What follows belongs to an exercise in optimizing a design on an open flow for small area; a production flow would make more cautious choices.
Function was checked by simulation only, so behaviour that the tests miss may differ from the original.
Power is estimated from default activity; no workload was simulated. The flow treats the clock pin as an ideal source, which a real chip does not have.

### flow/flow/run.sh
#!/bin/bash
# Layout flow: the standard flow (standard.sh) with three changes.
#  1. After the standard synthesis, its combinational logic is mapped again
#     with an area-oriented ABC script (flow/remap.ys, flow/area.abc).  The
#     registers are kept as black boxes: same cells, same names.
#  2. Clock tree: clkbuf_16 sink buffers over clusters of up to 34
#     flip-flops, clkbuf_8 above them, and no dummy loads for level
#     balancing.
#  3. Port buffers: buf_1 instead of the default pick (clkdlybuf4s50_1).
# Logs: standard_synth.log, remap.log, standard_flow.log here, and each ORFS
# step's own log under orfs/logs/.
set -euo pipefail
WORK=$PWD
R=$WORK/orfs/results/$FLOW_PLATFORM/limn_core/base
LIB=$FLOW_HOME/platforms/$FLOW_PLATFORM/lib/sky130_fd_sc_hd__tt_025C_1v80.lib
YOSYS=$FLOW_HOME/../tools/install/yosys/bin/yosys
[ -x "$YOSYS" ] || YOSYS=yosys
export CTS_ARGS="-sink_clustering_enable -repair_clock_nets -dont_use_dummy_load -buf_list sky130_fd_sc_hd__clkbuf_16 -sink_clustering_size 34 -sink_clustering_max_diameter 80 -root_buf sky130_fd_sc_hd__clkbuf_8 -tree_buf sky130_fd_sc_hd__clkbuf_8"
export BUFFER_PORTS_ARGS="-buffer_cell sky130_fd_sc_hd__buf_1"

bash standard.sh synth > standard_synth.log 2>&1

cp "$R/1_2_yosys.v" "$R/1_2_yosys_standard.v"
DONTUSE=""
for c in $(grep -o "sky130_fd_sc_hd__\(lpflow\|probe\)[a-z0-9_]*" "$FLOW_HOME/platforms/$FLOW_PLATFORM/config.mk" | sort -u); do
  DONTUSE="$DONTUSE -dont_use $c"
done
sed -e "s#@LIB@#$LIB#g" -e "s#@FLOW@#$WORK/flow#g" -e "s#@IN@#$R/1_2_yosys_standard.v#g" \
    -e "s#@OUT@#$WORK/remapped.v#g" -e "s#@TOP@#$FLOW_TOP#g" -e "s#@DONTUSE@#$DONTUSE#g" \
    flow/remap.ys > remap_run.ys
use_remap=0
# Only registers of the types stubs.v declares are supported
if ! grep -o "sky130_fd_sc_hd__[a-z0-9_]*" "$R/1_2_yosys_standard.v" | sort -u \
     | grep -E "__(s?e?df|dl|sdl)" | grep -qvE "__(dfxtp_1|edfxtp_1)$"; then
  if "$YOSYS" -l remap.log -s remap_run.ys > /dev/null 2>&1; then
    regs() { grep -oE "sky130_fd_sc_hd__(dfxtp_1|edfxtp_1) [^ ]+" "$1" | sort; }
    if [ -s remapped.v ] && cmp -s <(regs "$R/1_2_yosys_standard.v") <(regs remapped.v); then
      use_remap=1
    fi
  fi
fi
if [ $use_remap = 1 ]; then
  cp remapped.v "$R/1_2_yosys.v"
  rm -f "$R/1_synth.odb" "$R/1_synth.sdc"
  echo "using the re-mapped netlist" >> remap.log
else
  echo "keeping the standard netlist" >> remap.log
fi

bash standard.sh > standard_flow.log 2>&1
### flow/flow/area.abc
strash
dc2
dch -f
map -a
strash
dc2
dch -f
map -a
strash
dc2
dch -f
map -a
topo
### flow/flow/remap.ys
# Re-map the standard synthesis's combinational logic for area.  The
# registers (and tie cells) are read as black boxes, so they keep their cells
# and names; every other cell is read as its liberty function and mapped again.
read_liberty -ignore_miss_func @LIB@
delete sky130_fd_sc_hd__dfxtp_1 sky130_fd_sc_hd__edfxtp_1 sky130_fd_sc_hd__conb_1
read_verilog @FLOW@/stubs.v
read_verilog @IN@
hierarchy -top @TOP@
flatten
rename -hide w:*.*
opt_clean -purge
abc -liberty @LIB@ @DONTUSE@ -script @FLOW@/area.abc
splitnets
opt_clean -purge
hilomap -singleton -hicell sky130_fd_sc_hd__conb_1 HI -locell sky130_fd_sc_hd__conb_1 LO
insbuf -buf sky130_fd_sc_hd__buf_4 A X
opt_clean -purge
stat -liberty @LIB@
write_verilog -noattr -nohex -nodec @OUT@
### flow/flow/stubs.v
(* blackbox *) module sky130_fd_sc_hd__dfxtp_1(input CLK, input D, output Q); endmodule
(* blackbox *) module sky130_fd_sc_hd__edfxtp_1(input CLK, input D, input DE, output Q); endmodule
(* blackbox *) module sky130_fd_sc_hd__conb_1(output HI, output LO); endmodule
### flow/standard.sh
#!/bin/bash
# synth_recipe.tcl (not shown) runs the flow's synth.tcl, then flattens the netlist and writes it again
# the make line also repeats each setting of config.mk as NAME=value (left out here)
make -C /OpenROAD-flow-scripts/flow DESIGN_CONFIG=/design/flow/config.mk WORK_HOME=/design/flow/orfs CLKGATE_MAP_FILE= SYNTH_SCRIPT=/design/flow/synth_recipe.tcl "${@:-finish}"
### flow/config.mk
export PLATFORM = sky130hd
export DESIGN_NAME = limn_core
export DESIGN_NICKNAME = limn_core
export VERILOG_FILES = /design/flow/design.v
export SDC_FILE = /design/flow/constraint.sdc
export NUM_CORES = 4
export LEC_CHECK = 0
export ABC_AREA = 1
export CAP_MARGIN = 20
export CORE_MARGIN = 2
export CORE_UTILIZATION = 40
export SLEW_MARGIN = 20
### flow/constraint.sdc
create_clock -name core_clock -period 10.0 [get_ports {clk}]
set_input_delay 2.0000 -clock core_clock [delete_from_list [all_inputs] [get_ports {clk}]]
set_output_delay 2.0000 -clock core_clock [all_outputs]
set_load 0.01 [all_outputs]
### flow/design.v
`default_nettype none
package limn_pkg;
    typedef logic [31:0] word_t;     
    typedef logic [4:0]  reg_idx_t;  
    typedef logic [5:0]  opcode_t;   
    localparam opcode_t op_tnop      = 6'b00_0000;  
    localparam opcode_t op_addi      = 6'b11_1100;
    localparam opcode_t op_subi      = 6'b11_0100;
    localparam opcode_t op_andi      = 6'b01_1100;
    localparam opcode_t op_xori      = 6'b01_0100;
    localparam opcode_t op_ori       = 6'b00_1100;
    localparam opcode_t op_lui       = 6'b00_0100;
    localparam opcode_t op_beq       = 6'b11_1101;
    localparam opcode_t op_bne       = 6'b11_0101;
    localparam opcode_t op_j         = 6'b00_0110;
    localparam opcode_t op_jal       = 6'b00_0111;
    localparam opcode_t op_load_long = 6'b10_1011;
    localparam opcode_t op_store_reg = 6'b10_1010;  
    localparam opcode_t op_store_imm = 6'b00_1010;  
    localparam reg_idx_t reg_lr = 5'd31;
    typedef enum logic [1:0] {
        st_fetch,
        st_execute,
        st_memory,
        st_halted
    } core_state_e;
endpackage
`default_nettype wire
`timescale 1ns/1ps
`default_nettype none
module limn_core #(
    parameter limn_pkg::word_t reset_vector = 32'hFFFE_0000
) (
    input  wire                   clk,
    input  wire                   rst_n,
    output limn_pkg::word_t       addr,
    input  wire limn_pkg::word_t  data_in,
    output limn_pkg::word_t       data_out,
    output logic                  we,
    output logic                  cs,
    input  wire                   rdy,
    output logic                  halted
);
    localparam logic [3:0] S_FETCH = 4'd0;   
    localparam logic [3:0] S_WAITX = 4'd1;   
    localparam logic [3:0] S_EXEC  = 4'd2;   
    localparam logic [3:0] S_P2    = 4'd3;   
    localparam logic [3:0] S_MEM   = 4'd4;   
    localparam logic [3:0] S_WAITW = 4'd5;   
    localparam logic [3:0] S_WB    = 4'd6;   
    localparam logic [3:0] S_CPW   = 4'd7;   
    localparam logic [3:0] S_CP    = 4'd8;   
    localparam logic [3:0] S_HALT  = 4'd9;
    localparam logic [3:0] S_CLR   = 4'd10;  
    logic [3:0]  st;
    logic [3:0]  ph;        
    logic [31:0] ir;        
    logic [31:0] dr;        
    logic [15:0] pc;        
    logic        c;         
    logic        ci;        
    logic [31:0] rf [1:31];
    wire [5:0] op    = ir[5:0];
    wire [4:0] r1    = ir[10:6];
    wire [4:0] r2    = ir[15:11];
    wire is_alu   = (op[2:0] == 3'b100) && !(op[5] && !op[4]);
    wire is_br    = (op[2:0] == 3'b101) && op[5] && op[4];
    wire is_jmp   = (op[5:1] == 5'b00011);
    wire is_jal   = is_jmp && op[0];
    wire is_load  = (op == 6'b101011);
    wire is_store = (op[4:0] == 5'b01010);
    wire is_nop   = (op == 6'b000000);
    wire known    = is_alu || is_br || is_jmp || is_load || is_store || is_nop;
    wire is_sub   = (op[5:3] == 3'b110);
    wire is_lui   = (op[5:3] == 3'b000);
    wire st_exec = (st == S_EXEC);
    wire st_p2   = (st == S_P2);
    wire st_wb   = (st == S_WB);
    wire st_cp   = (st == S_CP);
    wire clr     = (st == S_CLR);
    wire ph_last = (ph == 4'd15);
    wire ph_pc   = (ph != 4'd0) && (ph <= 4'd8);    
    wire [4:0] ridx = (is_br || (is_store && st_p2)) ? r1 : r2;
    logic [3:0] rsel_hi;
    logic [7:0] rsel_lo;
    logic [1:0] rd;
    always_comb begin
        for (int k = 0; k < 4; k++) rsel_hi[k] = (ridx[4:3] == 2'(k));
        for (int k = 0; k < 8; k++) rsel_lo[k] = (ridx[2:0] == 3'(k));
        rd = 2'b00;
        for (int k = 1; k < 32; k++) begin
            rd = rd | ({2{rsel_hi[k / 8] && rsel_lo[k % 8]}} & rf[k][1:0]);
        end
    end
    wire [1:0] imm_d = ir[17:16];
    logic [1:0] off_d, jt_d, simm_d;
    always_comb begin
        off_d  = (ph[2:0] == 3'd0) ? ir[24:23] : ir[7 + 2*ph[2:0] +: 2];
        jt_d   = (ph[2:0] == 3'd0) ? ir[18:17] : ir[1 + 2*ph[2:0] +: 2];
        case (ph)
            4'd0:    simm_d = ir[28:27];
            4'd1:    simm_d = ir[30:29];
            4'd2:    simm_d = {1'b0, ir[31]};
            default: simm_d = 2'b00;
        endcase
    end
    wire [1:0] m = ((is_lui ? ph[3] : !ph[3])) ? imm_d : 2'b00;
    wire        taken = op[3] ? ci : !ci;    
    wire        br_p2 = st_p2 && is_br;
    wire [1:0]  ax    = br_p2 ? pc[1:0] : rd;
    wire [1:0]  ay    = br_p2 ? (!ph_pc ? 2'b00 : taken ? off_d : {1'b0, ph == 4'd1})
                              : is_sub ? ~m : m;
    wire        acin  = (ph == 4'd0) ? (is_sub && !br_p2) : c;
    wire [2:0]  msum  = {1'b0, ax} + {1'b0, ay} + {2'b00, acin};
    logic [1:0] alu_d;
    always_comb begin
        case (op[5:3])
            3'b111, 3'b110: alu_d = msum[1:0];
            3'b011:         alu_d = rd & m;
            3'b010:         alu_d = rd ^ m;
            default:        alu_d = rd | m;
        endcase
    end
    wire [1:0] ix   = ph_pc ? pc[1:0] : 2'b11;
    wire       icin = (ph == 4'd1) ? 1'b1 : ci;
    wire [2:0] isum = {1'b0, ix} + {2'b00, icin};
    wire [1:0] jal_d = (ph == 4'd0) ? 2'b00 : isum[1:0];
    wire        wen   = (st_exec && (is_alu || is_jal)) || st_wb;
    wire [4:0]  widx  = is_jal ? 5'd31 : r1;
    wire [1:0]  wdata = clr ? 2'b00 : st_wb ? dr[1:0] : is_jal ? jal_d : alu_d;
    logic [3:0] wsel_hi;
    logic [7:0] wsel_lo;
    always_comb begin
        for (int k = 0; k < 4; k++) wsel_hi[k] = clr || (wen && widx[4:3] == 2'(k));
        for (int k = 0; k < 8; k++) wsel_lo[k] = clr || (widx[2:0] == 3'(k));
    end
    always_ff @(posedge clk) begin
        for (int k = 1; k < 32; k++) begin
            rf[k][29:0]  <= rf[k][31:2];
            rf[k][31:30] <= (wsel_hi[k / 8] && wsel_lo[k % 8]) ? wdata : rf[k][1:0];
        end
    end
    logic [1:0] pc_in;
    logic       pc_upd;
    always_comb begin
        if (clr)               pc_in = reset_vector[2*ph +: 2];
        else if (br_p2)        pc_in = msum[1:0];
        else if (is_jmp)       pc_in = jt_d;
        else                   pc_in = isum[1:0];
        pc_upd = ph_pc && (clr || st_p2 || (st_exec && !is_br && !is_store));
    end
    always_ff @(posedge clk) begin
        pc <= {pc_upd ? pc_in : pc[1:0], pc[15:2]};
    end
    wire daddr = (st_exec && is_load) || (st_p2 && is_store);
    wire pcopy = clr || st_wb;
    logic [1:0] ih_in;
    always_comb begin
        if (daddr)             ih_in = msum[1:0];
        else if (clr)          ih_in = reset_vector[2*ph +: 2];
        else if (st_cp || st_wb) ih_in = pc[1:0];
        else                   ih_in = ir[17:16];
    end
    wire ih_en = st_cp || (ph_pc && pcopy) || (daddr && (ph <= 4'd8)) || (st_exec && is_alu);
    always_ff @(posedge clk) begin
        if (st == S_FETCH && rdy) begin
            ir <= data_in;
        end else if (ih_en) begin
            ir[31:16] <= {ih_in, ir[31:18]};
        end
    end
    wire [1:0] d_in = op[5] ? rd : simm_d;
    always_ff @(posedge clk) begin
        if (st_exec || st_wb) begin
            dr <= {d_in, dr[31:2]};
        end else if (cs && rdy) begin
            dr <= data_in;
        end
    end
    always_ff @(posedge clk) begin
        c  <= msum[2];
        if (is_br && st_exec) begin
            ci <= ((ph == 4'd0) || ci) && (rd == 2'b00);
        end else if (!(is_br && st_p2)) begin
            ci <= isum[2];
        end
    end
    always_ff @(posedge clk) begin
        if (!rst_n) begin
            st  <= S_CLR;
            ph  <= 4'd0;
        end else begin
            ph <= ph + 4'd1;
            case (st)
                S_CLR:   if (ph_last) st <= S_FETCH;
                S_FETCH: if (rdy) st <= S_WAITX;
                S_WAITX: if (ph_last) st <= known ? S_EXEC : S_HALT;
                S_EXEC:  if (ph_last) st <= (is_br || is_store) ? S_P2 : is_load ? S_MEM : S_CPW;
                S_P2:    if (is_br ? (ph == 4'd8) : ph_last) st <= is_store ? S_MEM : S_CP;
                S_MEM:   if (rdy) st <= is_load ? S_WAITW : S_CPW;
                S_WAITW: if (ph_last) st <= S_WB;
                S_WB:    if (ph_last) st <= S_FETCH;
                S_CPW:   if (ph[2:0] == 3'd0) st <= S_CP;
                S_CP:    if (ph[2:0] == 3'd0) st <= S_FETCH;
                default: st <= S_HALT;
            endcase
        end
    end
    assign cs       = (st == S_FETCH) || (st == S_MEM);
    assign we       = (st == S_MEM) && is_store;
    assign addr     = {14'h3FFF, ir[31:16], 2'b00};
    assign data_out = dr;
    assign halted   = (st == S_HALT);
endmodule
`default_nettype wire
==> run_results.csv <==
group,metric,value,unit
critical_path,end_kind,"flip-flop",
power,clock_power_share,0.213,
cts,clk_pin_slew,0.11,ns
placement,gp_congestion,0.8068,
cts,clock-sinks,1082,
sta,finalClockSkew,0.09391,ns
grt,antenna_found_initial,2,
critical_path,setup.worst_path.class,"flip-flop to flip-flop",
layout,num_antenna_cells,0,
sta,setup_violations,0,
die,die-area,0.06600,mm²
critical_path,start_kind,"flip-flop",
synth,syn_area,0.02559,mm²
cts,cts_tree,"yes",
grt,busiest_layer,"met2",
power,p_comb_frac,0.107,
cts,postCtsSetupRepairBufs,0,
power,power.density,308.4,mW/mm²
die,die_x,256.9,µm
detailed_routing,drt-total-wl,43.51,mm
die,start_util,0.4049,
sta,relSlewSlack,0.3489,
critical_path,critPathMaxStageDelay,0.72,ns
detailed_routing,drt_iter0_drc,650,
cts,cts_buffers,41,
sta,hold_viol,0,
grt,met3_usage,0.02492,
cts,clock_latency,0.71,ns
layout,fillCellCount,5683,
layout,nets,1925,
sta,timing.setup.tns,0,ns
grt,grt_use_total,0.1316,
layout,syn2layout_area_growth,8.944,%
cts,htree_levels,2,
sta,fmax,163.0,MHz
die,die-height,256.9,µm
cts,cts_resized,0,
placement,hpwl,30.26,mm
detailed_routing,post_drt_via_cell_ratio,4.316,
layout,drive_gt1_frac,0.03390,
layout,multi_input_area,0.002821,mm²
placement,portBuffers,85,
sta,tightest_slew,0.9691,ns
power,seqPwrFrac,0.680,
flow_run,maxCapViolCount,0,
cts,cts_root_buffer,"clkbuf_8",
die,top_level_ports,102,
grt,grt_pass1_wl,66.01,mm
detailed_routing,dr.pass1.iters,4,
layout,regArea,0.02231,mm²
critical_path,critical_path_required,10.55,ns
synth,synth_area_per_cell,14.48,µm²
synth,netlist_instances,1767,
critical_path,crit_top_cell,"nand2_1",
grt,overflow,0,
grt,grt_max_degree,49,
power,vdd_ir_drop_max,0.1585,mV
detailed_routing,routedWlPerCell,15.92,µm
power,switching_share,0.2625,
die,placeableCoreArea,0.06320,mm²
grt,use_met2,0.2059,
sta,min_period_over_period,0.6135,
sta,grt_setup_unrepaired,"no",
detailed_routing,drc,0,
sta,finalMaxSlewViolations,0,
synth,yosys_warnings,2,
power,leakage,0.01071,µW
status,status,"no timing/DRC/antenna violations",
sta,min_period,6.135,ns
critical_path,crit_arrival,6.68,ns
critical_path,worstPathMaxFanout,31,
cts,postCtsHoldBufs,0,
critical_path,slowest_stage,"nor3_1",
power,p_switching,2257,µW
power,power,8597,µW
power,internal_power,6340,µW
die,rows,92,
grt,grt_pass1_vias,11301,
detailed_routing,antenna_left,0,
grt,use_met1,0.1847,
hold_path,hp-class,"flip-flop to flip-flop",
cts,cts.path.max_buffers,3,
detailed_routing,via_count,11799,
## registers in the layout, summed over array words and instances, names as in the netlist
signal	count
ci	1
dr	32
pc	16
rf	992
ir	32
ph	4
c	1
st	4
## final cells by class
| type | instances | area share |
|---|---|---|
| multi-input combinational | 588 | 0.1012 |
| timing repair buffer | 98 | 0.01495 |
| tap | 846 | 0.03797 |
| clock buffer | 41 | 0.03479 |
| inverter | 79 | 0.01064 |
| sequential | 1082 | 0.8004 |
## cells in the final DEF, fill, tap and decap left out, types with 2 or more instances in the layout
| cell type | n |
|---|---|
| buf_1 | 85 |
| nor4_1 | 3 |
| o41ai_1 | 5 |
| conb_1 | 16 |
| clkinv_1 | 79 |
| o22ai_1 | 6 |
| edfxtp_1 | 65 |
| a22oi_1 | 33 |
| clkbuf_16 | 36 |
| clkbuf_8 | 5 |
| nand4_1 | 8 |
| nand2_1 | 231 |
| nand3_1 | 8 |
| nor2_1 | 74 |
| o41ai_2 | 2 |
| o2111ai_1 | 2 |
| xnor2_1 | 3 |
| buf_4 | 13 |
| xor2_1 | 2 |
| a31oi_1 | 6 |
| a21oi_1 | 35 |
| dfxtp_1 | 1017 |
| o211ai_1 | 11 |
| o21ai_0 | 115 |
| o32ai_1 | 2 |
| nor3_1 | 11 |
## power by group through the flow
stage	Clock, µW	Combinational, µW	Sequential (µW)
6_report	1830	918	5850
5_1_grt	2050	1040	5940
4_1_cts	1910	927	5870
3_5_place_dp	0	923	5960
3_3_place_gp	0	914	5950
2_1_floorplan	0	604	5680
## worst paths after layout
path	start	endpoint	slack [ns]	cells after the start
worst max-delay path	ir[5]	rf[10][31]	3.87	28
worst min-delay path	rf[11][22]	rf[11][20]	0.25	0
worst max register to register	ir[5]	rf[10][31]	3.87	28
worst min register to register	rf[11][22]	rf[11][20]	0.25	0
## worst max-delay path, delay by kind of cell (launching register included)
family          cells  cell delay, ns
simple gates       12            2.78
buf+inv             7            1.53
compound gates      8            1.19
flops               1            0.38
xor+xnor            1            0.16
## per-stage QoR
stage	utilization	hold WS [ns]	worst slack (ns)	area (µm²)	instances
6_report	0.4411	0.2547	3.865	27870	2734
5_1_grt	0.4411	0.2462	3.018	27870	2734
4_1_cts	0.4411	0.2541	3.927	27870	2734
3_5_place_dp	0.4257	0.3121	3.917	26900	2693
3_3_place_gp	0.4256	0.3095	4.004	26900	2693
2_1_floorplan	-	0.3096	4.472	25640	1781
## layer usage
layer / vias up / routed length, µm
li1: 5886 / -
met1: 5543 / 21060
met2: 292 / 19120
met3: 78 / 2128
met4: 0 / 1201
met5: - / 0

## what the ideal ports hide
The results above use ideal ports. As a check the final layout listed here was re-extracted and re-timed, cells and wires unchanged. Step 1 (the two cells are an assumption about what drives the block):
set clk [get_ports {clk}]
set_driving_cell -lib_cell sky130_fd_sc_hd__clkbuf_16 $clk
set_driving_cell -lib_cell sky130_fd_sc_hd__buf_2 [delete_from_list [all_inputs] $clk]
Step 2 adds t to the input delays and takes it off the output delays; t is the mean of the earliest and latest rising clock arrival at the registers after step 1. Input paths then give back, and output paths get back, about the clock's delay inside the block. a / b / c = ideal ports / drivers / drivers and shift; a / b = the first two.
t, ns: 0.715
setup slack, ns: 3.865 / 3.865 / 3.865
slew at the worst register clock pin (ns): 0.12 / 0.12
worst slew at a driven data input, ns: 0.04
After both steps setup and hold are still met in this run. The setup slack of this run moves by 0.000 ns with the drivers and by 0.000 ns with both steps.
